This is an optimization exercise on Yosys and OpenROAD, whose aim is small area, a short achievable clock period and few clock cycles per item, not a production implementation.
The RTL was checked by simulation tests, not by an equivalence proof against the original design.
No activity file was given, so power comes from the tool's default toggle rates.

### run.sh
#!/bin/bash
# synth_recipe.tcl (not shown) runs the flow's synth.tcl, then flattens the netlist and writes it again
# the make line also repeats each setting of config.mk as NAME=value (left out here)
make -C /OpenROAD-flow-scripts/flow DESIGN_CONFIG=/design/flow/config.mk WORK_HOME=/design/flow/orfs CLKGATE_MAP_FILE= SYNTH_SCRIPT=/design/flow/synth_recipe.tcl finish
### config.mk
export PLATFORM = sky130hd
export DESIGN_NAME = fft16_digit_reverse_buf
export DESIGN_NICKNAME = fft16_digit_reverse_buf
export VERILOG_FILES = /design/flow/design.v
export SDC_FILE = /design/flow/constraint.sdc
export NUM_CORES = 4
export LEC_CHECK = 0
export CAP_MARGIN = 20
export CORE_MARGIN = 2
export CORE_UTILIZATION = 65
export CTS_CLUSTER_DIAMETER = 100
export CTS_CLUSTER_SIZE = 30
export SETUP_SLACK_MARGIN = 1.6
export SLEW_MARGIN = 20
### constraint.sdc
create_clock -name core_clock -period 4.0 [get_ports {clk}]
set_input_delay 0.8000 -clock core_clock [delete_from_list [all_inputs] [get_ports {clk}]]
set_output_delay 0.8000 -clock core_clock [all_outputs]
set_load 0.01 [all_outputs]
### design.v
package fft16_pkg;
    localparam int DATA_W = 32;
    localparam int N      = 16;
    localparam int NSLOT  = 9;    
    localparam int NPH    = 6;     
    localparam int PHW    = 3;
    typedef struct packed {
        logic signed [DATA_W-1:0] re;
        logic signed [DATA_W-1:0] im;
    } cplx_t;
    function automatic logic [3:0] digit_rev4(input logic [3:0] idx);
        digit_rev4 = {idx[1:0], idx[3:2]};
    endfunction
    function automatic logic [NSLOT-1:0] wr_slot(input logic [PHW-1:0] ph, input logic [3:0] k);
        case ({ph, k})
            {3'd0, 4'd0}: wr_slot = 9'b000000001;
            {3'd0, 4'd1}: wr_slot = 9'b000000010;
            {3'd0, 4'd2}: wr_slot = 9'b000000100;
            {3'd0, 4'd3}: wr_slot = 9'b000001000;
            {3'd0, 4'd4}: wr_slot = 9'b000010000;
            {3'd0, 4'd5}: wr_slot = 9'b000100000;
            {3'd0, 4'd6}: wr_slot = 9'b001000000;
            {3'd0, 4'd7}: wr_slot = 9'b010000000;
            {3'd0, 4'd8}: wr_slot = 9'b100000000;
            {3'd0, 4'd9}: wr_slot = 9'b000000001;
            {3'd0, 4'd10}: wr_slot = 9'b000010000;
            {3'd0, 4'd11}: wr_slot = 9'b100000000;
            {3'd0, 4'd12}: wr_slot = 9'b000000000;
            {3'd0, 4'd13}: wr_slot = 9'b000000010;
            {3'd0, 4'd14}: wr_slot = 9'b000100000;
            {3'd0, 4'd15}: wr_slot = 9'b000000001;
            {3'd1, 4'd0}: wr_slot = 9'b000000010;
            {3'd1, 4'd1}: wr_slot = 9'b000000100;
            {3'd1, 4'd2}: wr_slot = 9'b001000000;
            {3'd1, 4'd3}: wr_slot = 9'b000010000;
            {3'd1, 4'd4}: wr_slot = 9'b000100000;
            {3'd1, 4'd5}: wr_slot = 9'b000001000;
            {3'd1, 4'd6}: wr_slot = 9'b010000000;
            {3'd1, 4'd7}: wr_slot = 9'b100000000;
            {3'd1, 4'd8}: wr_slot = 9'b000000001;
            {3'd1, 4'd9}: wr_slot = 9'b000000010;
            {3'd1, 4'd10}: wr_slot = 9'b000100000;
            {3'd1, 4'd11}: wr_slot = 9'b000000001;
            {3'd1, 4'd12}: wr_slot = 9'b000000000;
            {3'd1, 4'd13}: wr_slot = 9'b000000100;
            {3'd1, 4'd14}: wr_slot = 9'b000001000;
            {3'd1, 4'd15}: wr_slot = 9'b000000010;
            {3'd2, 4'd0}: wr_slot = 9'b000000100;
            {3'd2, 4'd1}: wr_slot = 9'b001000000;
            {3'd2, 4'd2}: wr_slot = 9'b010000000;
            {3'd2, 4'd3}: wr_slot = 9'b000100000;
            {3'd2, 4'd4}: wr_slot = 9'b000001000;
            {3'd2, 4'd5}: wr_slot = 9'b000010000;
            {3'd2, 4'd6}: wr_slot = 9'b100000000;
            {3'd2, 4'd7}: wr_slot = 9'b000000001;
            {3'd2, 4'd8}: wr_slot = 9'b000000010;
            {3'd2, 4'd9}: wr_slot = 9'b000000100;
            {3'd2, 4'd10}: wr_slot = 9'b000001000;
            {3'd2, 4'd11}: wr_slot = 9'b000000010;
            {3'd2, 4'd12}: wr_slot = 9'b000000000;
            {3'd2, 4'd13}: wr_slot = 9'b001000000;
            {3'd2, 4'd14}: wr_slot = 9'b000010000;
            {3'd2, 4'd15}: wr_slot = 9'b000000100;
            {3'd3, 4'd0}: wr_slot = 9'b001000000;
            {3'd3, 4'd1}: wr_slot = 9'b010000000;
            {3'd3, 4'd2}: wr_slot = 9'b100000000;
            {3'd3, 4'd3}: wr_slot = 9'b000001000;
            {3'd3, 4'd4}: wr_slot = 9'b000010000;
            {3'd3, 4'd5}: wr_slot = 9'b000100000;
            {3'd3, 4'd6}: wr_slot = 9'b000000001;
            {3'd3, 4'd7}: wr_slot = 9'b000000010;
            {3'd3, 4'd8}: wr_slot = 9'b000000100;
            {3'd3, 4'd9}: wr_slot = 9'b001000000;
            {3'd3, 4'd10}: wr_slot = 9'b000010000;
            {3'd3, 4'd11}: wr_slot = 9'b000000100;
            {3'd3, 4'd12}: wr_slot = 9'b000000000;
            {3'd3, 4'd13}: wr_slot = 9'b010000000;
            {3'd3, 4'd14}: wr_slot = 9'b000100000;
            {3'd3, 4'd15}: wr_slot = 9'b001000000;
            {3'd4, 4'd0}: wr_slot = 9'b010000000;
            {3'd4, 4'd1}: wr_slot = 9'b100000000;
            {3'd4, 4'd2}: wr_slot = 9'b000000001;
            {3'd4, 4'd3}: wr_slot = 9'b000010000;
            {3'd4, 4'd4}: wr_slot = 9'b000100000;
            {3'd4, 4'd5}: wr_slot = 9'b000001000;
            {3'd4, 4'd6}: wr_slot = 9'b000000010;
            {3'd4, 4'd7}: wr_slot = 9'b000000100;
            {3'd4, 4'd8}: wr_slot = 9'b001000000;
            {3'd4, 4'd9}: wr_slot = 9'b010000000;
            {3'd4, 4'd10}: wr_slot = 9'b000100000;
            {3'd4, 4'd11}: wr_slot = 9'b001000000;
            {3'd4, 4'd12}: wr_slot = 9'b000000000;
            {3'd4, 4'd13}: wr_slot = 9'b100000000;
            {3'd4, 4'd14}: wr_slot = 9'b000001000;
            {3'd4, 4'd15}: wr_slot = 9'b010000000;
            {3'd5, 4'd0}: wr_slot = 9'b100000000;
            {3'd5, 4'd1}: wr_slot = 9'b000000001;
            {3'd5, 4'd2}: wr_slot = 9'b000000010;
            {3'd5, 4'd3}: wr_slot = 9'b000100000;
            {3'd5, 4'd4}: wr_slot = 9'b000001000;
            {3'd5, 4'd5}: wr_slot = 9'b000010000;
            {3'd5, 4'd6}: wr_slot = 9'b000000100;
            {3'd5, 4'd7}: wr_slot = 9'b001000000;
            {3'd5, 4'd8}: wr_slot = 9'b010000000;
            {3'd5, 4'd9}: wr_slot = 9'b100000000;
            {3'd5, 4'd10}: wr_slot = 9'b000001000;
            {3'd5, 4'd11}: wr_slot = 9'b010000000;
            {3'd5, 4'd12}: wr_slot = 9'b000000000;
            {3'd5, 4'd13}: wr_slot = 9'b000000001;
            {3'd5, 4'd14}: wr_slot = 9'b000010000;
            {3'd5, 4'd15}: wr_slot = 9'b100000000;
            default: wr_slot = '0;
        endcase
    endfunction
    function automatic logic [NSLOT-1:0] wr_slot_nxt(input logic [PHW-1:0] ph, input logic [3:0] k);
        case ({ph, k})
            {3'd0, 4'd0}: wr_slot_nxt = 9'b000000010;
            {3'd0, 4'd1}: wr_slot_nxt = 9'b000000100;
            {3'd0, 4'd2}: wr_slot_nxt = 9'b000001000;
            {3'd0, 4'd3}: wr_slot_nxt = 9'b000010000;
            {3'd0, 4'd4}: wr_slot_nxt = 9'b000100000;
            {3'd0, 4'd5}: wr_slot_nxt = 9'b001000000;
            {3'd0, 4'd6}: wr_slot_nxt = 9'b010000000;
            {3'd0, 4'd7}: wr_slot_nxt = 9'b100000000;
            {3'd0, 4'd8}: wr_slot_nxt = 9'b000000001;
            {3'd0, 4'd9}: wr_slot_nxt = 9'b000010000;
            {3'd0, 4'd10}: wr_slot_nxt = 9'b100000000;
            {3'd0, 4'd11}: wr_slot_nxt = 9'b000000000;
            {3'd0, 4'd12}: wr_slot_nxt = 9'b000000010;
            {3'd0, 4'd13}: wr_slot_nxt = 9'b000100000;
            {3'd0, 4'd14}: wr_slot_nxt = 9'b000000001;
            {3'd0, 4'd15}: wr_slot_nxt = 9'b000000010;
            {3'd1, 4'd0}: wr_slot_nxt = 9'b000000100;
            {3'd1, 4'd1}: wr_slot_nxt = 9'b001000000;
            {3'd1, 4'd2}: wr_slot_nxt = 9'b000010000;
            {3'd1, 4'd3}: wr_slot_nxt = 9'b000100000;
            {3'd1, 4'd4}: wr_slot_nxt = 9'b000001000;
            {3'd1, 4'd5}: wr_slot_nxt = 9'b010000000;
            {3'd1, 4'd6}: wr_slot_nxt = 9'b100000000;
            {3'd1, 4'd7}: wr_slot_nxt = 9'b000000001;
            {3'd1, 4'd8}: wr_slot_nxt = 9'b000000010;
            {3'd1, 4'd9}: wr_slot_nxt = 9'b000100000;
            {3'd1, 4'd10}: wr_slot_nxt = 9'b000000001;
            {3'd1, 4'd11}: wr_slot_nxt = 9'b000000000;
            {3'd1, 4'd12}: wr_slot_nxt = 9'b000000100;
            {3'd1, 4'd13}: wr_slot_nxt = 9'b000001000;
            {3'd1, 4'd14}: wr_slot_nxt = 9'b000000010;
            {3'd1, 4'd15}: wr_slot_nxt = 9'b000000100;
            {3'd2, 4'd0}: wr_slot_nxt = 9'b001000000;
            {3'd2, 4'd1}: wr_slot_nxt = 9'b010000000;
            {3'd2, 4'd2}: wr_slot_nxt = 9'b000100000;
            {3'd2, 4'd3}: wr_slot_nxt = 9'b000001000;
            {3'd2, 4'd4}: wr_slot_nxt = 9'b000010000;
            {3'd2, 4'd5}: wr_slot_nxt = 9'b100000000;
            {3'd2, 4'd6}: wr_slot_nxt = 9'b000000001;
            {3'd2, 4'd7}: wr_slot_nxt = 9'b000000010;
            {3'd2, 4'd8}: wr_slot_nxt = 9'b000000100;
            {3'd2, 4'd9}: wr_slot_nxt = 9'b000001000;
            {3'd2, 4'd10}: wr_slot_nxt = 9'b000000010;
            {3'd2, 4'd11}: wr_slot_nxt = 9'b000000000;
            {3'd2, 4'd12}: wr_slot_nxt = 9'b001000000;
            {3'd2, 4'd13}: wr_slot_nxt = 9'b000010000;
            {3'd2, 4'd14}: wr_slot_nxt = 9'b000000100;
            {3'd2, 4'd15}: wr_slot_nxt = 9'b001000000;
            {3'd3, 4'd0}: wr_slot_nxt = 9'b010000000;
            {3'd3, 4'd1}: wr_slot_nxt = 9'b100000000;
            {3'd3, 4'd2}: wr_slot_nxt = 9'b000001000;
            {3'd3, 4'd3}: wr_slot_nxt = 9'b000010000;
            {3'd3, 4'd4}: wr_slot_nxt = 9'b000100000;
            {3'd3, 4'd5}: wr_slot_nxt = 9'b000000001;
            {3'd3, 4'd6}: wr_slot_nxt = 9'b000000010;
            {3'd3, 4'd7}: wr_slot_nxt = 9'b000000100;
            {3'd3, 4'd8}: wr_slot_nxt = 9'b001000000;
            {3'd3, 4'd9}: wr_slot_nxt = 9'b000010000;
            {3'd3, 4'd10}: wr_slot_nxt = 9'b000000100;
            {3'd3, 4'd11}: wr_slot_nxt = 9'b000000000;
            {3'd3, 4'd12}: wr_slot_nxt = 9'b010000000;
            {3'd3, 4'd13}: wr_slot_nxt = 9'b000100000;
            {3'd3, 4'd14}: wr_slot_nxt = 9'b001000000;
            {3'd3, 4'd15}: wr_slot_nxt = 9'b010000000;
            {3'd4, 4'd0}: wr_slot_nxt = 9'b100000000;
            {3'd4, 4'd1}: wr_slot_nxt = 9'b000000001;
            {3'd4, 4'd2}: wr_slot_nxt = 9'b000010000;
            {3'd4, 4'd3}: wr_slot_nxt = 9'b000100000;
            {3'd4, 4'd4}: wr_slot_nxt = 9'b000001000;
            {3'd4, 4'd5}: wr_slot_nxt = 9'b000000010;
            {3'd4, 4'd6}: wr_slot_nxt = 9'b000000100;
            {3'd4, 4'd7}: wr_slot_nxt = 9'b001000000;
            {3'd4, 4'd8}: wr_slot_nxt = 9'b010000000;
            {3'd4, 4'd9}: wr_slot_nxt = 9'b000100000;
            {3'd4, 4'd10}: wr_slot_nxt = 9'b001000000;
            {3'd4, 4'd11}: wr_slot_nxt = 9'b000000000;
            {3'd4, 4'd12}: wr_slot_nxt = 9'b100000000;
            {3'd4, 4'd13}: wr_slot_nxt = 9'b000001000;
            {3'd4, 4'd14}: wr_slot_nxt = 9'b010000000;
            {3'd4, 4'd15}: wr_slot_nxt = 9'b100000000;
            {3'd5, 4'd0}: wr_slot_nxt = 9'b000000001;
            {3'd5, 4'd1}: wr_slot_nxt = 9'b000000010;
            {3'd5, 4'd2}: wr_slot_nxt = 9'b000100000;
            {3'd5, 4'd3}: wr_slot_nxt = 9'b000001000;
            {3'd5, 4'd4}: wr_slot_nxt = 9'b000010000;
            {3'd5, 4'd5}: wr_slot_nxt = 9'b000000100;
            {3'd5, 4'd6}: wr_slot_nxt = 9'b001000000;
            {3'd5, 4'd7}: wr_slot_nxt = 9'b010000000;
            {3'd5, 4'd8}: wr_slot_nxt = 9'b100000000;
            {3'd5, 4'd9}: wr_slot_nxt = 9'b000001000;
            {3'd5, 4'd10}: wr_slot_nxt = 9'b010000000;
            {3'd5, 4'd11}: wr_slot_nxt = 9'b000000000;
            {3'd5, 4'd12}: wr_slot_nxt = 9'b000000001;
            {3'd5, 4'd13}: wr_slot_nxt = 9'b000010000;
            {3'd5, 4'd14}: wr_slot_nxt = 9'b100000000;
            {3'd5, 4'd15}: wr_slot_nxt = 9'b000000001;
            default: wr_slot_nxt = '0;
        endcase
    endfunction
    function automatic logic [NSLOT-1:0] rd_slot(input logic [PHW-1:0] ph, input logic [3:0] k);
        case ({ph, k})
            {3'd0, 4'd0}: rd_slot = 9'b000000001;
            {3'd0, 4'd1}: rd_slot = 9'b000010000;
            {3'd0, 4'd2}: rd_slot = 9'b100000000;
            {3'd0, 4'd3}: rd_slot = 9'b000000000;
            {3'd0, 4'd4}: rd_slot = 9'b000000010;
            {3'd0, 4'd5}: rd_slot = 9'b000100000;
            {3'd0, 4'd6}: rd_slot = 9'b000000001;
            {3'd0, 4'd7}: rd_slot = 9'b000000010;
            {3'd0, 4'd8}: rd_slot = 9'b000000100;
            {3'd0, 4'd9}: rd_slot = 9'b001000000;
            {3'd0, 4'd10}: rd_slot = 9'b000010000;
            {3'd0, 4'd11}: rd_slot = 9'b000100000;
            {3'd0, 4'd12}: rd_slot = 9'b000001000;
            {3'd0, 4'd13}: rd_slot = 9'b010000000;
            {3'd0, 4'd14}: rd_slot = 9'b100000000;
            {3'd0, 4'd15}: rd_slot = 9'b000000001;
            {3'd1, 4'd0}: rd_slot = 9'b000000010;
            {3'd1, 4'd1}: rd_slot = 9'b000100000;
            {3'd1, 4'd2}: rd_slot = 9'b000000001;
            {3'd1, 4'd3}: rd_slot = 9'b000000000;
            {3'd1, 4'd4}: rd_slot = 9'b000000100;
            {3'd1, 4'd5}: rd_slot = 9'b000001000;
            {3'd1, 4'd6}: rd_slot = 9'b000000010;
            {3'd1, 4'd7}: rd_slot = 9'b000000100;
            {3'd1, 4'd8}: rd_slot = 9'b001000000;
            {3'd1, 4'd9}: rd_slot = 9'b010000000;
            {3'd1, 4'd10}: rd_slot = 9'b000100000;
            {3'd1, 4'd11}: rd_slot = 9'b000001000;
            {3'd1, 4'd12}: rd_slot = 9'b000010000;
            {3'd1, 4'd13}: rd_slot = 9'b100000000;
            {3'd1, 4'd14}: rd_slot = 9'b000000001;
            {3'd1, 4'd15}: rd_slot = 9'b000000010;
            {3'd2, 4'd0}: rd_slot = 9'b000000100;
            {3'd2, 4'd1}: rd_slot = 9'b000001000;
            {3'd2, 4'd2}: rd_slot = 9'b000000010;
            {3'd2, 4'd3}: rd_slot = 9'b000000000;
            {3'd2, 4'd4}: rd_slot = 9'b001000000;
            {3'd2, 4'd5}: rd_slot = 9'b000010000;
            {3'd2, 4'd6}: rd_slot = 9'b000000100;
            {3'd2, 4'd7}: rd_slot = 9'b001000000;
            {3'd2, 4'd8}: rd_slot = 9'b010000000;
            {3'd2, 4'd9}: rd_slot = 9'b100000000;
            {3'd2, 4'd10}: rd_slot = 9'b000001000;
            {3'd2, 4'd11}: rd_slot = 9'b000010000;
            {3'd2, 4'd12}: rd_slot = 9'b000100000;
            {3'd2, 4'd13}: rd_slot = 9'b000000001;
            {3'd2, 4'd14}: rd_slot = 9'b000000010;
            {3'd2, 4'd15}: rd_slot = 9'b000000100;
            {3'd3, 4'd0}: rd_slot = 9'b001000000;
            {3'd3, 4'd1}: rd_slot = 9'b000010000;
            {3'd3, 4'd2}: rd_slot = 9'b000000100;
            {3'd3, 4'd3}: rd_slot = 9'b000000000;
            {3'd3, 4'd4}: rd_slot = 9'b010000000;
            {3'd3, 4'd5}: rd_slot = 9'b000100000;
            {3'd3, 4'd6}: rd_slot = 9'b001000000;
            {3'd3, 4'd7}: rd_slot = 9'b010000000;
            {3'd3, 4'd8}: rd_slot = 9'b100000000;
            {3'd3, 4'd9}: rd_slot = 9'b000000001;
            {3'd3, 4'd10}: rd_slot = 9'b000010000;
            {3'd3, 4'd11}: rd_slot = 9'b000100000;
            {3'd3, 4'd12}: rd_slot = 9'b000001000;
            {3'd3, 4'd13}: rd_slot = 9'b000000010;
            {3'd3, 4'd14}: rd_slot = 9'b000000100;
            {3'd3, 4'd15}: rd_slot = 9'b001000000;
            {3'd4, 4'd0}: rd_slot = 9'b010000000;
            {3'd4, 4'd1}: rd_slot = 9'b000100000;
            {3'd4, 4'd2}: rd_slot = 9'b001000000;
            {3'd4, 4'd3}: rd_slot = 9'b000000000;
            {3'd4, 4'd4}: rd_slot = 9'b100000000;
            {3'd4, 4'd5}: rd_slot = 9'b000001000;
            {3'd4, 4'd6}: rd_slot = 9'b010000000;
            {3'd4, 4'd7}: rd_slot = 9'b100000000;
            {3'd4, 4'd8}: rd_slot = 9'b000000001;
            {3'd4, 4'd9}: rd_slot = 9'b000000010;
            {3'd4, 4'd10}: rd_slot = 9'b000100000;
            {3'd4, 4'd11}: rd_slot = 9'b000001000;
            {3'd4, 4'd12}: rd_slot = 9'b000010000;
            {3'd4, 4'd13}: rd_slot = 9'b000000100;
            {3'd4, 4'd14}: rd_slot = 9'b001000000;
            {3'd4, 4'd15}: rd_slot = 9'b010000000;
            {3'd5, 4'd0}: rd_slot = 9'b100000000;
            {3'd5, 4'd1}: rd_slot = 9'b000001000;
            {3'd5, 4'd2}: rd_slot = 9'b010000000;
            {3'd5, 4'd3}: rd_slot = 9'b000000000;
            {3'd5, 4'd4}: rd_slot = 9'b000000001;
            {3'd5, 4'd5}: rd_slot = 9'b000010000;
            {3'd5, 4'd6}: rd_slot = 9'b100000000;
            {3'd5, 4'd7}: rd_slot = 9'b000000001;
            {3'd5, 4'd8}: rd_slot = 9'b000000010;
            {3'd5, 4'd9}: rd_slot = 9'b000000100;
            {3'd5, 4'd10}: rd_slot = 9'b000001000;
            {3'd5, 4'd11}: rd_slot = 9'b000010000;
            {3'd5, 4'd12}: rd_slot = 9'b000100000;
            {3'd5, 4'd13}: rd_slot = 9'b001000000;
            {3'd5, 4'd14}: rd_slot = 9'b010000000;
            {3'd5, 4'd15}: rd_slot = 9'b100000000;
            default: rd_slot = '0;
        endcase
    endfunction
    function automatic logic [NSLOT-1:0] rd_slot_nxt(input logic [PHW-1:0] ph, input logic [3:0] k);
        case ({ph, k})
            {3'd0, 4'd0}: rd_slot_nxt = 9'b000010000;
            {3'd0, 4'd1}: rd_slot_nxt = 9'b100000000;
            {3'd0, 4'd2}: rd_slot_nxt = 9'b000000000;
            {3'd0, 4'd3}: rd_slot_nxt = 9'b000000010;
            {3'd0, 4'd4}: rd_slot_nxt = 9'b000100000;
            {3'd0, 4'd5}: rd_slot_nxt = 9'b000000001;
            {3'd0, 4'd6}: rd_slot_nxt = 9'b000000010;
            {3'd0, 4'd7}: rd_slot_nxt = 9'b000000100;
            {3'd0, 4'd8}: rd_slot_nxt = 9'b001000000;
            {3'd0, 4'd9}: rd_slot_nxt = 9'b000010000;
            {3'd0, 4'd10}: rd_slot_nxt = 9'b000100000;
            {3'd0, 4'd11}: rd_slot_nxt = 9'b000001000;
            {3'd0, 4'd12}: rd_slot_nxt = 9'b010000000;
            {3'd0, 4'd13}: rd_slot_nxt = 9'b100000000;
            {3'd0, 4'd14}: rd_slot_nxt = 9'b000000001;
            {3'd0, 4'd15}: rd_slot_nxt = 9'b000000010;
            {3'd1, 4'd0}: rd_slot_nxt = 9'b000100000;
            {3'd1, 4'd1}: rd_slot_nxt = 9'b000000001;
            {3'd1, 4'd2}: rd_slot_nxt = 9'b000000000;
            {3'd1, 4'd3}: rd_slot_nxt = 9'b000000100;
            {3'd1, 4'd4}: rd_slot_nxt = 9'b000001000;
            {3'd1, 4'd5}: rd_slot_nxt = 9'b000000010;
            {3'd1, 4'd6}: rd_slot_nxt = 9'b000000100;
            {3'd1, 4'd7}: rd_slot_nxt = 9'b001000000;
            {3'd1, 4'd8}: rd_slot_nxt = 9'b010000000;
            {3'd1, 4'd9}: rd_slot_nxt = 9'b000100000;
            {3'd1, 4'd10}: rd_slot_nxt = 9'b000001000;
            {3'd1, 4'd11}: rd_slot_nxt = 9'b000010000;
            {3'd1, 4'd12}: rd_slot_nxt = 9'b100000000;
            {3'd1, 4'd13}: rd_slot_nxt = 9'b000000001;
            {3'd1, 4'd14}: rd_slot_nxt = 9'b000000010;
            {3'd1, 4'd15}: rd_slot_nxt = 9'b000000100;
            {3'd2, 4'd0}: rd_slot_nxt = 9'b000001000;
            {3'd2, 4'd1}: rd_slot_nxt = 9'b000000010;
            {3'd2, 4'd2}: rd_slot_nxt = 9'b000000000;
            {3'd2, 4'd3}: rd_slot_nxt = 9'b001000000;
            {3'd2, 4'd4}: rd_slot_nxt = 9'b000010000;
            {3'd2, 4'd5}: rd_slot_nxt = 9'b000000100;
            {3'd2, 4'd6}: rd_slot_nxt = 9'b001000000;
            {3'd2, 4'd7}: rd_slot_nxt = 9'b010000000;
            {3'd2, 4'd8}: rd_slot_nxt = 9'b100000000;
            {3'd2, 4'd9}: rd_slot_nxt = 9'b000001000;
            {3'd2, 4'd10}: rd_slot_nxt = 9'b000010000;
            {3'd2, 4'd11}: rd_slot_nxt = 9'b000100000;
            {3'd2, 4'd12}: rd_slot_nxt = 9'b000000001;
            {3'd2, 4'd13}: rd_slot_nxt = 9'b000000010;
            {3'd2, 4'd14}: rd_slot_nxt = 9'b000000100;
            {3'd2, 4'd15}: rd_slot_nxt = 9'b001000000;
            {3'd3, 4'd0}: rd_slot_nxt = 9'b000010000;
            {3'd3, 4'd1}: rd_slot_nxt = 9'b000000100;
            {3'd3, 4'd2}: rd_slot_nxt = 9'b000000000;
            {3'd3, 4'd3}: rd_slot_nxt = 9'b010000000;
            {3'd3, 4'd4}: rd_slot_nxt = 9'b000100000;
            {3'd3, 4'd5}: rd_slot_nxt = 9'b001000000;
            {3'd3, 4'd6}: rd_slot_nxt = 9'b010000000;
            {3'd3, 4'd7}: rd_slot_nxt = 9'b100000000;
            {3'd3, 4'd8}: rd_slot_nxt = 9'b000000001;
            {3'd3, 4'd9}: rd_slot_nxt = 9'b000010000;
            {3'd3, 4'd10}: rd_slot_nxt = 9'b000100000;
            {3'd3, 4'd11}: rd_slot_nxt = 9'b000001000;
            {3'd3, 4'd12}: rd_slot_nxt = 9'b000000010;
            {3'd3, 4'd13}: rd_slot_nxt = 9'b000000100;
            {3'd3, 4'd14}: rd_slot_nxt = 9'b001000000;
            {3'd3, 4'd15}: rd_slot_nxt = 9'b010000000;
            {3'd4, 4'd0}: rd_slot_nxt = 9'b000100000;
            {3'd4, 4'd1}: rd_slot_nxt = 9'b001000000;
            {3'd4, 4'd2}: rd_slot_nxt = 9'b000000000;
            {3'd4, 4'd3}: rd_slot_nxt = 9'b100000000;
            {3'd4, 4'd4}: rd_slot_nxt = 9'b000001000;
            {3'd4, 4'd5}: rd_slot_nxt = 9'b010000000;
            {3'd4, 4'd6}: rd_slot_nxt = 9'b100000000;
            {3'd4, 4'd7}: rd_slot_nxt = 9'b000000001;
            {3'd4, 4'd8}: rd_slot_nxt = 9'b000000010;
            {3'd4, 4'd9}: rd_slot_nxt = 9'b000100000;
            {3'd4, 4'd10}: rd_slot_nxt = 9'b000001000;
            {3'd4, 4'd11}: rd_slot_nxt = 9'b000010000;
            {3'd4, 4'd12}: rd_slot_nxt = 9'b000000100;
            {3'd4, 4'd13}: rd_slot_nxt = 9'b001000000;
            {3'd4, 4'd14}: rd_slot_nxt = 9'b010000000;
            {3'd4, 4'd15}: rd_slot_nxt = 9'b100000000;
            {3'd5, 4'd0}: rd_slot_nxt = 9'b000001000;
            {3'd5, 4'd1}: rd_slot_nxt = 9'b010000000;
            {3'd5, 4'd2}: rd_slot_nxt = 9'b000000000;
            {3'd5, 4'd3}: rd_slot_nxt = 9'b000000001;
            {3'd5, 4'd4}: rd_slot_nxt = 9'b000010000;
            {3'd5, 4'd5}: rd_slot_nxt = 9'b100000000;
            {3'd5, 4'd6}: rd_slot_nxt = 9'b000000001;
            {3'd5, 4'd7}: rd_slot_nxt = 9'b000000010;
            {3'd5, 4'd8}: rd_slot_nxt = 9'b000000100;
            {3'd5, 4'd9}: rd_slot_nxt = 9'b000001000;
            {3'd5, 4'd10}: rd_slot_nxt = 9'b000010000;
            {3'd5, 4'd11}: rd_slot_nxt = 9'b000100000;
            {3'd5, 4'd12}: rd_slot_nxt = 9'b001000000;
            {3'd5, 4'd13}: rd_slot_nxt = 9'b010000000;
            {3'd5, 4'd14}: rd_slot_nxt = 9'b100000000;
            {3'd5, 4'd15}: rd_slot_nxt = 9'b000000001;
            default: rd_slot_nxt = '0;
        endcase
    endfunction
    function automatic logic avail_w(input logic [NSLOT-1:0] t, input logic [3:0] k);
        case (k)
            4'd0: avail_w = 1'b1;
            4'd1: avail_w = t[2];
            4'd2: avail_w = t[5];
            4'd3: avail_w = t[8];
            4'd4: avail_w = 1'b1;
            4'd5: avail_w = 1'b1;
            4'd6: avail_w = t[2];
            4'd7: avail_w = t[5];
            4'd8: avail_w = 1'b1;
            4'd9: avail_w = 1'b1;
            4'd10: avail_w = 1'b1;
            4'd11: avail_w = t[2];
            4'd12: avail_w = 1'b1;
            4'd13: avail_w = 1'b1;
            4'd14: avail_w = 1'b1;
            4'd15: avail_w = 1'b1;
            default: avail_w = 1'b0;
        endcase
    endfunction
    function automatic logic avail_r(input logic [NSLOT-1:0] t, input logic [3:0] k);
        case (k)
            4'd0: avail_r = t[4];
            4'd1: avail_r = t[7];
            4'd2: avail_r = 1'b0;
            4'd3: avail_r = 1'b1;
            4'd4: avail_r = t[1];
            4'd5: avail_r = t[4];
            4'd6: avail_r = t[7];
            4'd7: avail_r = 1'b1;
            4'd8: avail_r = 1'b1;
            4'd9: avail_r = t[1];
            4'd10: avail_r = t[4];
            4'd11: avail_r = 1'b1;
            4'd12: avail_r = 1'b1;
            4'd13: avail_r = 1'b1;
            4'd14: avail_r = t[1];
            4'd15: avail_r = t[1];
            default: avail_r = 1'b0;
        endcase
    endfunction
    function automatic logic avail_wr(input logic [NSLOT-1:0] t, input logic [3:0] k);
        case (k)
            4'd0: avail_wr = t[3];
            4'd1: avail_wr = t[6];
            4'd2: avail_wr = 1'b0;
            4'd3: avail_wr = 1'b1;
            4'd4: avail_wr = t[0];
            4'd5: avail_wr = t[3];
            4'd6: avail_wr = t[6];
            4'd7: avail_wr = 1'b1;
            4'd8: avail_wr = 1'b1;
            4'd9: avail_wr = t[0];
            4'd10: avail_wr = t[3];
            4'd11: avail_wr = 1'b1;
            4'd12: avail_wr = 1'b1;
            4'd13: avail_wr = 1'b1;
            4'd14: avail_wr = t[0];
            4'd15: avail_wr = t[0];
            default: avail_wr = 1'b0;
        endcase
    endfunction
    function automatic logic byp_w(input logic [NSLOT-1:0] t, input logic [3:0] k);
        case (k)
            4'd0: byp_w = 1'b0;
            4'd1: byp_w = (t[1] && !t[2]);
            4'd2: byp_w = (t[4] && !t[5]);
            4'd3: byp_w = (t[7] && !t[8]);
            4'd4: byp_w = 1'b0;
            4'd5: byp_w = 1'b0;
            4'd6: byp_w = (t[1] && !t[2]);
            4'd7: byp_w = (t[4] && !t[5]);
            4'd8: byp_w = 1'b0;
            4'd9: byp_w = 1'b0;
            4'd10: byp_w = 1'b0;
            4'd11: byp_w = (t[1] && !t[2]);
            4'd12: byp_w = 1'b0;
            4'd13: byp_w = 1'b0;
            4'd14: byp_w = 1'b0;
            4'd15: byp_w = 1'b0;
            default: byp_w = 1'b0;
        endcase
    endfunction
    function automatic logic byp_r(input logic [NSLOT-1:0] t, input logic [3:0] k);
        case (k)
            4'd0: byp_r = (t[3] && !t[4]);
            4'd1: byp_r = (t[6] && !t[7]);
            4'd2: byp_r = 1'b0;
            4'd3: byp_r = 1'b0;
            4'd4: byp_r = (t[0] && !t[1]);
            4'd5: byp_r = (t[3] && !t[4]);
            4'd6: byp_r = (t[6] && !t[7]);
            4'd7: byp_r = 1'b0;
            4'd8: byp_r = 1'b0;
            4'd9: byp_r = (t[0] && !t[1]);
            4'd10: byp_r = (t[3] && !t[4]);
            4'd11: byp_r = 1'b0;
            4'd12: byp_r = 1'b0;
            4'd13: byp_r = 1'b0;
            4'd14: byp_r = (t[0] && !t[1]);
            4'd15: byp_r = (t[0] && !t[1]);
            default: byp_r = 1'b0;
        endcase
    endfunction
    function automatic logic byp_wr(input logic [NSLOT-1:0] t, input logic [3:0] k);
        case (k)
            4'd0: byp_wr = (t[2] && !t[3]);
            4'd1: byp_wr = (t[5] && !t[6]);
            4'd2: byp_wr = t[8];
            4'd3: byp_wr = 1'b0;
            4'd4: byp_wr = !t[0];
            4'd5: byp_wr = (t[2] && !t[3]);
            4'd6: byp_wr = (t[5] && !t[6]);
            4'd7: byp_wr = 1'b0;
            4'd8: byp_wr = 1'b0;
            4'd9: byp_wr = !t[0];
            4'd10: byp_wr = (t[2] && !t[3]);
            4'd11: byp_wr = 1'b0;
            4'd12: byp_wr = 1'b0;
            4'd13: byp_wr = 1'b0;
            4'd14: byp_wr = !t[0];
            4'd15: byp_wr = !t[0];
            default: byp_wr = 1'b0;
        endcase
    endfunction
endpackage
module fft16_bank_ram #(
    parameter int W  = 2 * fft16_pkg::DATA_W,
    parameter int NS = fft16_pkg::NSLOT
) (
    input  logic          clk,
    input  logic [NS-1:0] wsel,
    input  logic [W-1:0]  wdata,
    input  logic [NS-1:0] rsel,
    output logic [W-1:0]  rdata
);
    logic [W-1:0] mem_q [NS];
    always_ff @(posedge clk) begin
        for (int i = 0; i < NS; i++) begin
            if (wsel[i]) mem_q[i] <= wdata;
        end
    end
    always_comb begin
        rdata = '0;
        for (int i = 0; i < NS; i++) begin
            rdata = rdata | (mem_q[i] & {W{rsel[i]}});
        end
    end
endmodule
module fft16_digit_reverse_buf #(
    parameter int DATA_W = 32,
    parameter int N      = 16
) (
    input  logic                  clk,
    input  logic                  rst_n,
    input  logic                  in_valid,
    output logic                  in_ready,
    input  logic [DATA_W-1:0]     in_re,
    input  logic [DATA_W-1:0]     in_im,
    output logic                  out_valid,
    input  logic                  out_ready,
    output logic [DATA_W-1:0]     out_re,
    output logic [DATA_W-1:0]     out_im,
    output logic [3:0]            out_idx,
    output logic                  out_last
);
    localparam int NS  = fft16_pkg::NSLOT;
    localparam int PHW = fft16_pkg::PHW;
    localparam int DW  = 2 * DATA_W;
    logic [PHW-1:0] wph_q, rph_q, wph_inc, rph_inc;    
    logic [3:0]     wcnt_q, rcnt_q, wcnt_inc, rcnt_inc;
    logic [NS-1:0]  t_q, t_d;                           
    logic [NS-1:0]  wsel_q, wsel_d, rsel_q, rsel_d;
    logic           fa_q;                               
    logic           avail_q, avail_d;                   
    logic           byp_q, byp_d;                       
    logic           full_q, full_d;
    logic           nq_q, np_q, nq_d, np_d, fa_d;       
    logic           aw, bw, ar, br, awr, bwr;
    logic           out_valid_q, out_valid_d;
    logic [3:0]     out_idx_q;
    logic           out_last_q;
    logic [DW-1:0]  out_q, rd_data;
    logic           wr_fire, can_load, rd_load, in_ready_c;
    assign can_load   = !out_valid_q || out_ready;
    assign in_ready_c = !np_q || (!nq_q && out_ready);
    assign wr_fire    = in_valid && in_ready_c;
    assign rd_load    = can_load && (avail_q || (byp_q && wr_fire));
    assign wcnt_inc = wcnt_q + 4'd1;
    assign rcnt_inc = rcnt_q + 4'd1;
    assign wph_inc  = (wcnt_q != 4'(N - 1)) ? wph_q : (wph_q == PHW'(fft16_pkg::NPH - 1)) ? '0 : wph_q + 1'b1;
    assign rph_inc  = (rcnt_q != 4'(N - 1)) ? rph_q : (rph_q == PHW'(fft16_pkg::NPH - 1)) ? '0 : rph_q + 1'b1;
    always_comb begin
        aw  = fft16_pkg::avail_w(t_q, rcnt_q);
        bw  = fft16_pkg::byp_w(t_q, rcnt_q);
        ar  = fft16_pkg::avail_r(t_q, rcnt_q);
        br  = fft16_pkg::byp_r(t_q, rcnt_q);
        awr = fft16_pkg::avail_wr(t_q, rcnt_q);
        bwr = fft16_pkg::byp_wr(t_q, rcnt_q);
        case ({wr_fire, rd_load})
            2'b10: begin
                t_d     = {t_q[NS-2:0], 1'b1};
                full_d  = t_q[NS-2];
                avail_d = aw;
                byp_d   = bw;
                nq_d    = !(aw || bw);
                np_d    = t_q[NS-2] && ((out_valid_q && !out_ready) || !(aw || bw));
                fa_d    = t_q[NS-2] && aw;
            end
            2'b01: begin
                t_d     = {1'b0, t_q[NS-1:1]};
                full_d  = 1'b0;
                avail_d = ar;
                byp_d   = br;
                nq_d    = !(ar || br);
                np_d    = 1'b0;
                fa_d    = 1'b0;
            end
            2'b11: begin
                t_d     = t_q;
                full_d  = full_q;
                avail_d = awr;
                byp_d   = bwr;
                nq_d    = !(awr || bwr);
                np_d    = full_q;
                fa_d    = full_q && awr;
            end
            default: begin
                t_d     = t_q;
                full_d  = full_q;
                avail_d = avail_q;
                byp_d   = byp_q;
                nq_d    = nq_q;
                np_d    = full_q && ((out_valid_q && !out_ready) || nq_q);
                fa_d    = fa_q;
            end
        endcase
        out_valid_d = can_load ? rd_load : out_valid_q;
        wsel_d = wr_fire ? fft16_pkg::wr_slot_nxt(wph_q, wcnt_q) : fft16_pkg::wr_slot(wph_q, wcnt_q);
        if (full_d) wsel_d = '0;
        rsel_d = rd_load ? fft16_pkg::rd_slot_nxt(rph_q, rcnt_q) : fft16_pkg::rd_slot(rph_q, rcnt_q);
    end
    fft16_bank_ram #(.W(DW), .NS(NS)) u_pool (
        .clk   (clk),
        .wsel  (wsel_q | (rsel_q & {NS{fa_q && can_load}})),
        .wdata ({in_re, in_im}),
        .rsel  (rsel_q),
        .rdata (rd_data)
    );
    always_ff @(posedge clk or negedge rst_n) begin
        if (!rst_n) begin
            wph_q       <= '0;
            wcnt_q      <= '0;
            rph_q       <= '0;
            rcnt_q      <= '0;
            t_q         <= '0;
            fa_q        <= 1'b0;
            avail_q     <= 1'b0;
            byp_q       <= 1'b1;
            full_q      <= 1'b0;
            nq_q        <= 1'b0;
            np_q        <= 1'b0;
            out_valid_q <= 1'b0;
        end else begin
            t_q         <= t_d;
            fa_q        <= fa_d;
            avail_q     <= avail_d;
            byp_q       <= byp_d;
            full_q      <= full_d;
            nq_q        <= nq_d;
            np_q        <= np_d;
            out_valid_q <= out_valid_d;
            if (wr_fire) begin
                wcnt_q <= wcnt_inc;
                wph_q  <= wph_inc;
            end
            if (rd_load) begin
                rcnt_q <= rcnt_inc;
                rph_q  <= rph_inc;
            end
        end
    end
    always_ff @(posedge clk) begin
        wsel_q <= wsel_d;
        rsel_q <= rsel_d;
    end
    always_ff @(posedge clk) begin
        if (can_load) begin
            out_q      <= byp_q ? {in_re, in_im} : rd_data;
            out_idx_q  <= fft16_pkg::digit_rev4(rcnt_q);
            out_last_q <= (rcnt_q == 4'(N - 1));
        end
    end
    assign in_ready  = in_ready_c;
    assign out_valid = out_valid_q;
    assign out_re    = out_q[DW-1:DATA_W];
    assign out_im    = out_q[DATA_W-1:0];
    assign out_idx   = out_idx_q;
    assign out_last  = out_last_q;
endmodule
==> impl_metrics.ini, run 1 <==
[global_routing]
grt_pass1_vias = 15000
grt_use_total_pct = 27.6
grt-ovfl-total = 0
antenna_found_initial = 3
grt_max_degree = 103
grt_first_pass_wirelength_mm = 88.3

[placement]
dpl.hpwl_mm = 34.0
numPortBuffers = 138
placed_cell_area_sq_um = 28700
gp_congestion = 0.896

[final_layout]
area_growth_syn_to_layout_pct = 11.3
layout-drive-gt1-share_pct = 8.33
stdcell_area_sq_um = 29600
nNetsFinal = 1827

[floorplan]
core_sq_um = 40600
rows = 74
start_util_pct = 65.4
die_h_microns = 206
die_w_microns = 206
io_pins = 139
die_area_sq_um = 42500

[yosys]
synthArstFlopShare_pct = 4.33
synth.avg_cell_area_sq_um = 16.2
mappedNetlistNets = 1725
syn_inst = 1641
yosysWarnings = 3
yosysMostFrequentCell = edfxtp_1
seq_area_frac_synth_pct = 77.0
synth_cell_type_count = 77
synth_top_cell_area_share_pct = 72.8
synth_area_sq_um = 26600
yosysTopAreaCell = edfxtp_1
yosys-top-cells-count = edfxtp_1 (645), a22oi_1 (135), nor2_1 (100)
synth_edf_count = 645
ys_ff_latch = 693
ys.flop_type = edfxtp_1
yosys-top-cells-area = edfxtp_1 (73%), a22oi_1 (3.8%), dfrtp_1 (2.7%), a222oi_1 (2.4%), a221oi_1 (2.3%)

[cts]
cts_buffers = 27
insertion_delay_ns = 0.60
cts_num_sinks = 693
cts_root_buffer = clkbuf_16
htreeDepth = 1
cts_tree = done
cts.clk_slew.worst_paths_ns = 0.11
clock_path_buffers = 3

[sta]
finClkSkew_ns = 0.0159
setup_viol = 0
timing.final.crit_share_pct = 59.1
tightest_slew_ns = 0.980
finalHoldViolations = 0
clock.fmax_ghz = 0.423
period_needed_ns = 2.36
rsz0062_at_grt = false
slew_viol_final = 0
fin_tns_setup_ns = 0
slew-limit-headroom_pct = 34.7

[power]
p_clk_share_pct = 14.3
switching_share_pct = 34.4
intPower_w = 0.0150
power_density_nw_per_um2 = 771
combPwrFrac_pct = 33.4
leakagePower_nw = 9.54
ir_drop_uv = 1010
pwr-share-seq_pct = 52.3
p_switching_w = 0.00786

[critical_path]
cp_top_family = buffers and inverters
crit_type = reg2out
slowest_delay_ns = 0.56
startpoint_type = flip-flop
arrival_ns = 1.56
required_ns = 3.20
cpMaxStageDelayCell = clkdlybuf4s50_1
cp-end-kind = output pin
path_cells = clkdlybuf4s50_1
critPathMaxFanout = 1
path_buf_inv = 1
critical_path_depth = 1
rr_worst_depth = 8

[route]
drtPass1Iterations = 6
drt-vias-per-instance = 6.69
final_antenna_net_count = 0
drt-initial-drc-count = 1814
wl_per_cell_microns = 25.5
route.vias.total = 15300
drcViolationCount = 0
wl_mm = 58.4

[outcome]
status = complete, no violations

[hold_path]
min_path_type = reg2reg
min_delay_path_depth = 2

[flow_run]
drv_cap = 0
==> routing by layer <==
| layer | vias up | global-route usage (%) | share of wire [%] |
|---|---|---|---|
| met4 | 4 | 5.77 | 1.9 |
| met5 | - | 0 | 0.051 |
| met3 | 69 | 3.64 | 7.1 |
| met1 | 7687 | 39.3 | 41 |
| li1 | 6894 | - | - |
| met2 | 625 | 46.7 | 50 |
==> layout make-up <==
type	count	area (sq um)
Multi-Input combinational cell	808	5700
Antenna cell	1	2.50
Tap cell	532	666
Clock buffer	36	709
Timing Repair Buffer	188	1870
Clock inverter	2	28.8
Fill cell	2574	11100
Inverter	25	106
Sequential cell	693	20500
==> power groups by stage <==
stage               Combinational, W  Sequential (W)  Clock (W)
finish                       0.00763          0.0119    0.00327
global route                 0.00832          0.0121    0.00355
CTS                          0.00759          0.0119    0.00333
detailed placement           0.00753          0.0121          0
global placement             0.00738          0.0120          0
floorplan                    0.00485          0.0115          0
==> through the flow <==
stage | setup slack, ns | utilization (%) | cells | hold slack (ns) | power (W)
after floorplan | 1.29 | - | 1641 | 0.447 | 0.0164
after global placement | 0.651 | 70.6 | 2241 | 0.509 | 0.0193
after detailed placement | 0.558 | 70.6 | 2241 | 0.500 | 0.0196
after CTS | 1.60 | 72.6 | 2280 | 0.532 | 0.0228
after global routing | 1.58 | 72.8 | 2284 | 0.575 | 0.0240
final | 1.64 | 72.8 | 2285 | 0.529 | 0.0228
==> cells in the final DEF, fill, tap and decap left out, types with 5 or more instances in the layout <==
cell and count:
and3_1 6, a221oi_1 69, dfxtp_2 6, a211oi_1 7, mux2i_1 28, clkbuf_16 27
a311oi_1 6, ha_4 5, o21ai_1 7, nor2b_1 9, nand2b_1 10, nor2_1 99
xnor2_1 9, clkbuf_1 9, edfxtp_1 645, a21o_4 9, nor3b_1 5, clkdlybuf4s50_1 136
o21ai_0 22, nand2_1 38, nand3_1 71, mux2_2 5, buf_4 41, buf_12 9
dfxtp_1 9, nor3_1 8, a222oi_1 64, inv_1 20, a22oi_1 135, nand3b_1 6
a31oi_1 8, dfrtp_1 21, dfrtp_2 7, a21oi_1 97, ha_1 8
==> registers in the layout, indices dropped and copies added, names as in the netlist <==
name and flops:
u_pool.mem_q 576, out_q 64, rsel_q 9, t_q 9, wsel_q 9, out_idx_q 4
rcnt_q 4, wcnt_q 4, rph_q 3, wph_q 3, avail_q 1, byp_q 1
fa_q 1, full_q 1, np_q 1, nq_q 1, out_last_q 1, out_valid_q 1
==> cell families (layout without fill, tap and decap cells) <==
group | count (synthesis) | in the layout | share of synthesized area (%)
XOR/XNOR | 9 | 9 | 0.296
AO/OA/AOI/OAI | 470 | 470 | 13.3
other | 0 | 1 | 0
adder cells (fa/ha/maj) | 16 | 16 | 0.753
flip-flops | 693 | 693 | 77.0
AND/OR/NAND/NOR | 277 | 277 | 5.02
multiplexers | 36 | 36 | 1.40
buffers and inverters | 140 | 251 | 2.21
==> what timing repair did <==
action / 4_1_cts / 5_1_grt
hold buffers: 0 / 0
endpoints found under the setup margin: 144 / 27
setup buffers: 1 / 4
gates resized for setup: 14 / 23
pin swaps: 0 / 2
==> worst paths after layout <==
| check | start | end | slack (ns) |
|---|---|---|---|
| min in group asynchronous | rst_n | wcnt_q[3]$_DFFE_PN0P_ | 0.58 |
| max in group asynchronous | rst_n | rph_q[0]$_DFFE_PN0P_ | 3.09 |
| setup / recovery | out_q[26]$_DFFE_PN_ | out_im[26] | 1.64 |
| hold reg to reg | fa_q$_DFFE_PN0N_ | fa_q$_DFFE_PN0N_ | 0.53 |
| hold / removal | fa_q$_DFFE_PN0N_ | fa_q$_DFFE_PN0N_ | 0.53 |
| setup reg to reg | rcnt_q[1]$_DFFE_PN0P_ | avail_q$_DFFE_PN0N_ | 1.72 |
Testbench counts, summed over its fixed seeds: cycles 7,347, items 6,144.
==> run 2: changes to the inputs <==
==> flow/run.sh (new file) <==
#!/bin/bash
# The standard layout (the standard.sh: ORFS synthesis to final layout), with one change:
# the input and output port buffers are plain sky130_fd_sc_hd__buf_2 cells instead of the
# delay cells buffer_ports picks by default. Every port still gets its own buffer.
# make's full output goes to standard.log in the work folder; ORFS's per-step logs stay under
# orfs/logs/.
set -euo pipefail
export BUFFER_PORTS_ARGS="-buffer_cell sky130_fd_sc_hd__buf_2"
bash standard.sh finish > standard.log 2>&1
==> standard.sh (new file) <==
#!/bin/bash
# synth_recipe.tcl (not shown) runs the flow's synth.tcl, then flattens the netlist and writes it again
# the make line also repeats each setting of config.mk as NAME=value (left out here)
make -C /OpenROAD-flow-scripts/flow DESIGN_CONFIG=/design/flow/config.mk WORK_HOME=/design/flow/orfs CLKGATE_MAP_FILE= SYNTH_SCRIPT=/design/flow/synth_recipe.tcl "${@:-finish}"
--- a/config.mk
+++ b/config.mk
@@ -10,5 +10,5 @@
 export CORE_UTILIZATION = 65
 export CTS_CLUSTER_DIAMETER = 100
 export CTS_CLUSTER_SIZE = 30
-export SETUP_SLACK_MARGIN = 1.6
+export SETUP_SLACK_MARGIN = 1.8
 export SLEW_MARGIN = 20
removed: run.sh
==> run 2 against run 1 <==
  * Routed wire length is 5.1% higher
  * Sequential share of layout area increased by 0.91 points
  * Synthesized area unchanged
  * Sequential cell count stayed put
  * Clock power barely moved
  * Sequential power about the same
  * Total power increased by 0.16%
  * Global-route usage is 1.1 points higher
  * First-iteration DRC count decreased by 0.83%
  * Via count increased by 1.5%
  * Critical path depth up 7
  * Clock skew up 0.0077 ns
  * Critical path type is now reg2reg
  * Largest power group unchanged
==> impl_metrics.ini, run 2 <==
[outcome]
status = complete, no violations

[floorplan]
io_pins = 139
core_sq_um = 40600
die_w_microns = 206
rows = 74
die_area_sq_um = 42500
start_util_pct = 65.4
die_h_microns = 206

[power]
combPwrFrac_pct = 33.5
intPower_w = 0.0148
power_density_nw_per_um2 = 782
leakagePower_nw = 9.65
ir_drop_uv = 785
p_clk_share_pct = 14.3
switching_share_pct = 35.3
p_switching_w = 0.00807
pwr-share-seq_pct = 52.2

[sta]
finalHoldViolations = 0
tightest_slew_ns = 1.10
clock.fmax_ghz = 0.458
period_needed_ns = 2.18
holdWs_ns = 0.266
slew-limit-headroom_pct = 26.4
rsz0062_at_grt = true
setup_viol = 0
fin_tns_setup_ns = 0
finClkSkew_ns = 0.0236
timing.final.crit_share_pct = 54.6
slew_viol_final = 0

[final_layout]
final_cell_mix = edfxtp_1 (645), buf_2 (137), a22oi_1 (135), nor2_1 (99), a21oi_1 (95)
reg_top3 = u_pool.mem_q (576), out_q (64)
stdcell_area_sq_um = 29200
area_growth_syn_to_layout_pct = 9.92
utilization_pct = 71.9
largest_register = u_pool.mem_q
final_common_cell = edfxtp_1
largest_reg_flops = 576
nNetsFinal = 1841
finalNonFillerCells = 2299
layout-drive-gt1-share_pct = 17.9

[yosys]
mappedNetlistNets = 1725
synth_cell_type_count = 77
ys.flop_type = edfxtp_1
yosys-top-cells-area = edfxtp_1 (73%), a22oi_1 (3.8%), dfrtp_1 (2.7%), a222oi_1 (2.4%), a221oi_1 (2.3%)
synth_top_cell_area_share_pct = 72.8
yosysTopAreaCell = edfxtp_1
synth.avg_cell_area_sq_um = 16.2
synth_edf_count = 645
yosysWarnings = 3
seq_area_frac_synth_pct = 77.0
yosys-top-cells-count = edfxtp_1 (645), a22oi_1 (135), nor2_1 (100)
synth_area_sq_um = 26600
syn_inst = 1641
ys_ff_latch = 693
yosysMostFrequentCell = edfxtp_1
synthArstFlopShare_pct = 4.33

[critical_path]
critPathMaxFanout = 10
arrival_ns = 2.69
crit_top_cell = mux2_2
path_buf_inv = 1
timing.reg2reg.setup_slack_ns = 1.82
cp_top_family = compound AO/OA/AOI/OAI gates
cpMaxStageDelayCell = dfrtp_2
startpoint_type = flip-flop
cp-end-kind = flip-flop
r2r_end = rsel_q[0]$_DFF_P_
required_ns = 4.51
rr_worst_depth = 8
r2r_start = rcnt_q[1]$_DFFE_PN0P_
path_cells = inv_2, ha_4, mux2_2, mux2_2, a32o_1, a211oi_2, a211oi_1, a31o_1
slowest_delay_ns = 0.46
crit_type = reg2reg

[cts]
cts_buffers = 27
cts_num_sinks = 693
cts_tree = done
htreeDepth = 1
cts.clk_slew.worst_paths_ns = 0.11
holdBufCountCts = 0
clock_path_buffers = 3
insertion_delay_ns = 0.60
cts_root_buffer = clkbuf_16

[global_routing]
grt_max_degree = 91
grt_pass1_vias = 14900
antenna_found_initial = 4
grt_first_pass_wirelength_mm = 90.4
grt-ovfl-total = 0
grt_use_total_pct = 28.7

[route]
drcViolationCount = 0
drtPass1Iterations = 6
final_antenna_net_count = 0
drt-vias-per-instance = 6.75
wl_per_cell_microns = 26.7
drt-initial-drc-count = 1799
route.vias.total = 15500
wl_mm = 61.3

[placement]
gp_congestion = 0.850
dpl.hpwl_mm = 31.7
numPortBuffers = 138
placed_cell_area_sq_um = 27900
dp_cells = 2226

[hold_path]
min_path_type = in2async

[flow_run]
drv_cap = 0
==> run 2: how the worst max path moves through the flow <==
stage | to | start | slack, ns | cells after the start
after CTS | in_ready | nq_q$_DFFE_PN0N_ | 1.79 | 3
after floorplan | wsel_q[2]$_SDFF_PP0_ | out_ready | 1.29 | 8
final | rsel_q[0]$_DFF_P_ | rcnt_q[1]$_DFFE_PN0P_ | 1.82 | 8
after global routing | byp_q$_DFFE_PN1N_ | rcnt_q[1]$_DFFE_PN0P_ | 1.73 | 8
after global placement | nq_q$_DFFE_PN0N_ | out_ready | 0.87 | 8
after detailed placement | nq_q$_DFFE_PN0N_ | out_ready | 0.84 | 8
==> run 2: per-stage QoR <==
stage / power (W) / worst slack, ns
after floorplan: 0.0164 / 1.29
after global placement: 0.0189 / 0.869
after detailed placement: 0.0191 / 0.841
after CTS: 0.0226 / 1.79
after global routing: 0.0240 / 1.73
final: 0.0229 / 1.82
==> run 2: layout make-up <==
class                   instances  area [sq um]
diodes                          1          2.50
clock buffers                  36           709
clock inverters                 2          28.8
fillers                      2566         11400
inverters                      25           106
multi-input cells             818          5910
flip-flops and latches        693         20500
well taps                     532           666
repair buffers                192          1280
==> run 2: logic make-up after synthesis <==
group / count (synthesis) / share of synthesized area, %
AO/OA/AOI/OAI: 470 / 13.3
multiplexers: 36 / 1.40
buffers and inverters: 140 / 2.21
flip-flops: 693 / 77.0
adder cells (fa/ha/maj): 16 / 0.753
AND/OR/NAND/NOR: 277 / 5.02
XOR/XNOR: 9 / 0.296
==> run 2: layer usage <==
| layer | up-vias | global-route usage, % | wire [microns] |
|---|---|---|---|
| met5 | - | 0 | 44 |
| met4 | 6 | 5.51 | 884 |
| met3 | 69 | 3.48 | 4790 |
| met2 | 677 | 47.1 | 30200 |
| met1 | 7835 | 42.6 | 25400 |
| li1 | 6922 | - | - |
==> run 2: power groups by stage <==
| stage | registers (W) | logic (W) | clock network (W) |
|---|---|---|---|
| 4_1_cts | 0.0119 | 0.00735 | 0.00335 |
| 3_5_place_dp | 0.0120 | 0.00704 | 0 |
| 6_report | 0.0119 | 0.00765 | 0.00328 |
| 2_1_floorplan | 0.0115 | 0.00485 | 0 |
| 3_3_place_gp | 0.0119 | 0.00693 | 0 |
| 5_1_grt | 0.0121 | 0.00832 | 0.00356 |
==> run 2: repair_timing <==
action | 4_1_cts | 5_1_grt
hold endpoints to repair | 0 | 0
cloned | 10 | 0
buffers inserted | 10 | 14
pin swaps | 0 | 3
setup endpoints to repair | 577 | 243
gates resized for setup | 34 | 37
==> run 3: changes to the inputs <==
--- a/config.mk
+++ b/config.mk
@@ -10,5 +10,5 @@
 export CORE_UTILIZATION = 65
 export CTS_CLUSTER_DIAMETER = 100
 export CTS_CLUSTER_SIZE = 30
-export SETUP_SLACK_MARGIN = 1.8
+export SETUP_SLACK_MARGIN = 1.9
 export SLEW_MARGIN = 20
==> run 3 against run 2 <==
  * Still clean on timing, DRC and antenna
  * Combinational power increased by 7.8%
  * Register-to-register slack improved by 0.02 ns
  * Maximum frequency increased by 0.75%
  * Sequential cell count unchanged
  * Routed wire length increased by 2.0%
  * Synthesized cell count unchanged
  * Synthesized area unchanged
  * Via count increased by 1.6%
  * Critical path depth unchanged
  * Non-clock buffer count increased by 26
  * Setup slack improved by 0.016 ns
  * Core utilization increased by 1.0 points
==> impl_metrics.ini, run 3 <==
[yosys]
yosys-top-cells-area = edfxtp_1 (73%), a22oi_1 (3.8%), dfrtp_1 (2.7%), a222oi_1 (2.4%), a221oi_1 (2.3%)
syn_inst = 1641
ys.flop_type = edfxtp_1
synth_top_cell_area_share_pct = 72.8
yosysTopAreaCell = edfxtp_1
synth.avg_cell_area_sq_um = 16.2
yosys-top-cells-count = edfxtp_1 (645), a22oi_1 (135), nor2_1 (100)
synth_area_sq_um = 26600
yosysWarnings = 3
ys_ff_latch = 693
synth_edf_count = 645
seq_area_frac_synth_pct = 77.0
synth_cell_type_count = 77
synthArstFlopShare_pct = 4.33
mappedNetlistNets = 1725
yosysMostFrequentCell = edfxtp_1

[cts]
cts_root_buffer = clkbuf_16
clock_path_buffers = 3
cts_tree = done
cts.clk_slew.worst_paths_ns = 0.11
cts_num_sinks = 693
insertion_delay_ns = 0.60
holdBufCountCts = 0
cts_buffers = 27
htreeDepth = 1

[placement]
numPortBuffers = 138
dpl.hpwl_mm = 31.7
dp_cells = 2226
gp_congestion = 0.850

[global_routing]
grt_first_pass_wirelength_mm = 91.5
grt_max_degree = 91
antenna_found_initial = 4
grt_pass1_vias = 15000
grt-ovfl-total = 0
grt_use_total_pct = 29.1

[floorplan]
die_area_sq_um = 42500
rows = 74
die_h_microns = 206
core_sq_um = 40600
start_util_pct = 65.4
die_w_microns = 206
io_pins = 139

[route]
wl_mm = 62.6
wl_met2_mm = 30.7
wl_met1_mm = 25.7
final_antenna_net_count = 0
wl_per_cell_microns = 26.9
wl_met3_mm = 4.98
highest_layer = met5
drtPass1Iterations = 6
drcViolationCount = 0
drt-initial-drc-count = 1886
route.vias.total = 15800
drt-vias-per-instance = 6.78

[power]
switching_share_pct = 35.4
ir_drop_uv = 706
p_switching_w = 0.00828
leakagePower_nw = 9.84
p_clk_share_pct = 14.1
intPower_w = 0.0151
pwr-share-seq_pct = 50.7
power_density_nw_per_um2 = 789
combPwrFrac_pct = 35.3

[final_layout]
final_cell_mix = edfxtp_1 (645), buf_2 (137), a22oi_1 (134), nor2_1 (99), a21oi_1 (96)
final_common_cell = edfxtp_1
nNetsFinal = 1867
layout-drive-gt1-share_pct = 19.6
finalNonFillerCells = 2325
reg_top3 = u_pool.mem_q (576), out_q (64)
largest_register = u_pool.mem_q
area_growth_syn_to_layout_pct = 11.5
largest_reg_flops = 576

[sta]
period_needed_ns = 2.17
setup_viol = 0
finClkSkew_ns = 0.0302
slew_viol_final = 0
fin_tns_setup_ns = 0
clock.fmax_ghz = 0.461
timing.final.crit_share_pct = 54.2
tightest_slew_ns = 0.786
rsz0062_at_grt = true
slew-limit-headroom_pct = 47.6
holdWs_ns = 0.269
finalHoldViolations = 0

[critical_path]
cp-end-kind = flip-flop
crit_type = reg2reg
startpoint_type = flip-flop
required_ns = 4.50
critPathMaxFanout = 7
arrival_ns = 2.67

[outcome]
status = complete, no violations

[hold_path]
min_path_type = in2async

[flow_run]
drv_cap = 0
## run 3: cells by family after synthesis
group	synth area share, %
buffers and inverters	2.21
AOI/OAI and AO/OA	13.3
xor gates and xnor gates	0.296
and+or+nand+nor	5.02
muxes	1.40
adders and majority gates	0.753
DFF	77.0
## run 3: through the flow
stage / instance area (sq um) / util [%] / setup slack [ns] / power [W]
after detailed placement: 27900 / 68.7 / 0.841 / 0.0191
after global placement: 27900 / 68.7 / 0.869 / 0.0189
after CTS: 29300 / 72.0 / 1.82 / 0.0229
after global routing: 29600 / 72.9 / 1.74 / 0.0245
after floorplan: 26700 / - / 1.29 / 0.0164
final: 29600 / 72.9 / 1.83 / 0.0234
## run 3: timing repair
item,CTS,global route
buffers inserted,31,19
endpoints found under the setup margin,675,121
pin swaps,6,13
resized for setup,49,49
gates cloned,10,0
## run 3: power groups by stage
stage / logic, W / registers, W / clock network [W]
2_1_floorplan: 0.00485 / 0.0115 / 0
3_3_place_gp: 0.00693 / 0.0119 / 0
3_5_place_dp: 0.00704 / 0.0120 / 0
4_1_cts: 0.00772 / 0.0119 / 0.00335
5_1_grt: 0.00890 / 0.0120 / 0.00356
6_report: 0.00825 / 0.0119 / 0.00329
## run 3: worst paths after layout
| kind | from | slack (ns) | endpoint | cells after the start |
|---|---|---|---|---|
| max | rcnt_q[1]$_DFFE_PN0P_ | 1.83 | rsel_q[0]$_DFF_P_ | 8 |
| min | rst_n | 0.27 | wcnt_q[2]$_DFFE_PN0P_ | 1 |
| max reg2reg | rcnt_q[1]$_DFFE_PN0P_ | 1.83 | rsel_q[0]$_DFF_P_ | 8 |
| min reg2reg | avail_q$_DFFE_PN0N_ | 0.54 | out_valid_q$_DFFE_PN0N_ | 2 |
| max in group asynchronous | rst_n | 3.16 | wph_q[0]$_DFFE_PN0P_ | 1 |
| min in group core_clock | in_im[12] | 0.49 | u_pool.mem_q[8][12]$_DFFE_PP_ | 1 |
## run 3: layer usage
layer	up-vias	GRT usage, %
met1	7964	43.4
met3	86	3.06
met4	8	5.69
li1	6976	-
met2	719	47.7
met5	-	0
## run 3: worst max-delay path: stages, from the launching register on
cell and delay (ns):
dfrtp_2 0.46, buf_12 0.14, ha_4 0.19, mux2_4 0.29
mux2_2 0.27, a32o_2 0.24, a211oi_2 0.20, a211oi_1 0.07
a31o_1 0.20
## run 3: cell type report
cell class / instances / area (sq um)
flip-flops and latches: 693 / 20500
fillers: 2510 / 11000
multi-input cells: 818 / 5980
repair buffers: 218 / 1620
clock buffers: 36 / 709
well taps: 532 / 666
inverters: 25 / 109
clock inverters: 2 / 28.8
diodes: 1 / 2.50
==> run 4: changes to the inputs <==
--- a/config.mk
+++ b/config.mk
@@ -10,5 +10,5 @@
 export CORE_UTILIZATION = 65
 export CTS_CLUSTER_DIAMETER = 100
 export CTS_CLUSTER_SIZE = 30
-export SETUP_SLACK_MARGIN = 1.9
+export SETUP_SLACK_MARGIN = 1.75
 export SLEW_MARGIN = 20
==> run 4 against run 3 <==
  * Largest power group unchanged
  * Highest routed layer unchanged
  * Setup slack worse by 0.037 ns
  * Combinational power is 9.7% lower
  * Via count is 2.3% lower
  * Die area unchanged
  * Critical path type unchanged
  * Critical endpoint unchanged
==> impl_metrics.ini, run 4 <==
[outcome]
status = complete, no violations

[yosys]
synth_top_cell_area_share_pct = 72.8
ys.flop_type = edfxtp_1
yosys-top-cells-area = edfxtp_1 (73%), a22oi_1 (3.8%), dfrtp_1 (2.7%), a222oi_1 (2.4%), a221oi_1 (2.3%)
synth_cell_type_count = 77
syn_inst = 1641
synthArstFlopShare_pct = 4.33
seq_area_frac_synth_pct = 77.0
synth_edf_count = 645
ys_ff_latch = 693
yosysWarnings = 3
yosys-top-cells-count = edfxtp_1 (645), a22oi_1 (135), nor2_1 (100)
synth_area_sq_um = 26600
yosysTopAreaCell = edfxtp_1
yosysMostFrequentCell = edfxtp_1
mappedNetlistNets = 1725
synth.avg_cell_area_sq_um = 16.2

[route]
drtPass1Iterations = 6
route.vias.total = 15400
wl_per_cell_microns = 26.5
drcViolationCount = 0
final_antenna_net_count = 0
drt-initial-drc-count = 1829
drt-vias-per-instance = 6.72
wl_mm = 60.6

[final_layout]
layout-drive-gt1-share_pct = 17.0
nNetsFinal = 1832
regArea_sq_um = 20500
diodes = 0
reg_top3 = u_pool.mem_q (576), out_q (64)
final_cell_mix = edfxtp_1 (645), buf_2 (138), a22oi_1 (135), nor2_1 (99), a21oi_1 (96)
fill_cells = 2575
area_growth_syn_to_layout_pct = 9.31
utilization_pct = 71.5
largest_register = u_pool.mem_q
largest_reg_flops = 576
final_common_cell = edfxtp_1
multiInputGateArea_sq_um = 5850

[global_routing]
grt_use_total_pct = 28.3
grt_first_pass_wirelength_mm = 89.4
grt_max_degree = 91
antenna_found_initial = 3
grt-ovfl-total = 0
grt_pass1_vias = 14900

[sta]
tightest_slew_ns = 1.09
clock.fmax_ghz = 0.453
fin_tns_setup_ns = 0
timing.final.crit_share_pct = 55.1
finClkSkew_ns = 0.0204
setup_viol = 0
slew_viol_final = 0
rsz0062_at_grt = true
slew-limit-headroom_pct = 27.2
finalHoldViolations = 0
period_needed_ns = 2.21

[critical_path]
required_ns = 4.50
slowest_delay_ns = 0.47
timing.reg2reg.setup_slack_ns = 1.79
startpoint_type = flip-flop
path_cells = inv_2, ha_4, mux2_2, mux2_2, a32o_1, a211oi_2, a211oi_1, a31o_1
arrival_ns = 2.71
cpMaxStageDelayCell = dfrtp_2
critPathMaxFanout = 11
cp-end-kind = flip-flop
rr_worst_depth = 8
r2r_start = rcnt_q[0]$_DFFE_PN0P_
crit_top_cell = mux2_2
crit_type = reg2reg
r2r_end = rsel_q[0]$_DFF_P_

[floorplan]
core_sq_um = 40600
start_util_pct = 65.4
die_h_microns = 206
die_area_sq_um = 42500
rows = 74
io_pins = 139
die_w_microns = 206

[placement]
numPortBuffers = 138
dpl.hpwl_mm = 31.7
gp_congestion = 0.850

[power]
leakagePower_nw = 9.59
power_density_nw_per_um2 = 780
ir_drop_uv = 786

[cts]
cts_root_buffer = clkbuf_16
cts_tree = done
cts.clk_slew.worst_paths_ns = 0.11
htreeDepth = 1
insertion_delay_ns = 0.60
cts_buffers = 27
cts_num_sinks = 693
clock_path_buffers = 3

[flow_run]
drv_cap = 0

[hold_path]
min_path_type = in2async
-- run 4: cell counts after synthesis --
No cell type changed its count.
-- run 4: logic make-up (layout without fill, tap and decap cells) --
logic type | count (synthesis) | count (layout) | synth area share (%)
xor gates and xnor gates | 9 | 9 | 0.296
and+or+nand+nor | 277 | 278 | 5.02
buffers and inverters | 140 | 246 | 2.21
adders and majority gates | 16 | 16 | 0.753
AOI/OAI and AO/OA | 470 | 479 | 13.3
muxes | 36 | 36 | 1.40
DFF | 693 | 693 | 77.0
-- run 4: critical path, delay by kind of cell (launching register included) --
family | cells | cell delay [ns]
AO/OA/AOI/OAI | 4 | 0.75
multiplexers | 2 | 0.57
flip-flops | 1 | 0.47
adder cells (fa/ha/maj) | 1 | 0.22
buffers and inverters | 1 | 0.10
-- run 4: worst max-delay path by stage --
stage	start	to	slack [ns]
6_report	rcnt_q[0]$_DFFE_PN0P_	rsel_q[0]$_DFF_P_	1.79
5_1_grt	wcnt_q[0]$_DFFE_PN0P_	wsel_q[7]$_SDFF_PP0_	1.68
4_1_cts	out_valid_q$_DFFE_PN0N_	u_pool.mem_q[8][51]$_DFFE_PP_	1.64
3_5_place_dp	out_ready	nq_q$_DFFE_PN0N_	0.84
3_3_place_gp	out_ready	nq_q$_DFFE_PN0N_	0.87
2_1_floorplan	out_ready	wsel_q[2]$_SDFF_PP0_	1.29
-- run 4: timing repair --
item,4_1_cts,5_1_grt
buffers inserted,4,11
cloned,8,2
endpoints found under the setup margin,452,329
hold buffers,0,0
pin swaps,0,2
gates resized for setup,25,28
-- run 4: area by class of cell --
class | instances | area share, %
flip-flops and latches | 693 | 70.6
multi-input cells | 818 | 20.1
repair buffers | 183 | 4.09
clock buffers | 36 | 2.44
well taps | 532 | 2.29
inverters | 25 | 0.357
clock inverters | 2 | 0.0990
-- run 4: report_power, final --
| group | internal, W | switching [W] |
|---|---|---|
| clock network | 0.00127 | 0.00201 |
| registers | 0.0107 | 0.00121 |
| logic | 0.00270 | 0.00475 |
| total | 0.0147 | 0.00798 |
-- run 4: metal layers --
metal / vias to the layer above / GRT usage (%) / part of all wire [%]
li1: 6914 / - / -
met1: 7715 / 41.7 / 41
met2: 678 / 46.8 / 49
met3: 74 / 3.31 / 8.1
met4: 6 / 5.71 / 1.7
met5: - / 0 / 0.073
-- run 4: through the flow --
step,hold slack (ns),setup slack (ns),cell area (sq um),power [W],instances
finish,0.259,1.79,29100,0.0227,2289
floorplan,0.447,1.29,26700,0.0164,1641
global placement,0.514,0.869,27900,0.0189,2226
detailed placement,0.504,0.841,27900,0.0191,2226
CTS,0.263,1.64,28900,0.0225,2276
global route,0.298,1.68,29100,0.0238,2289
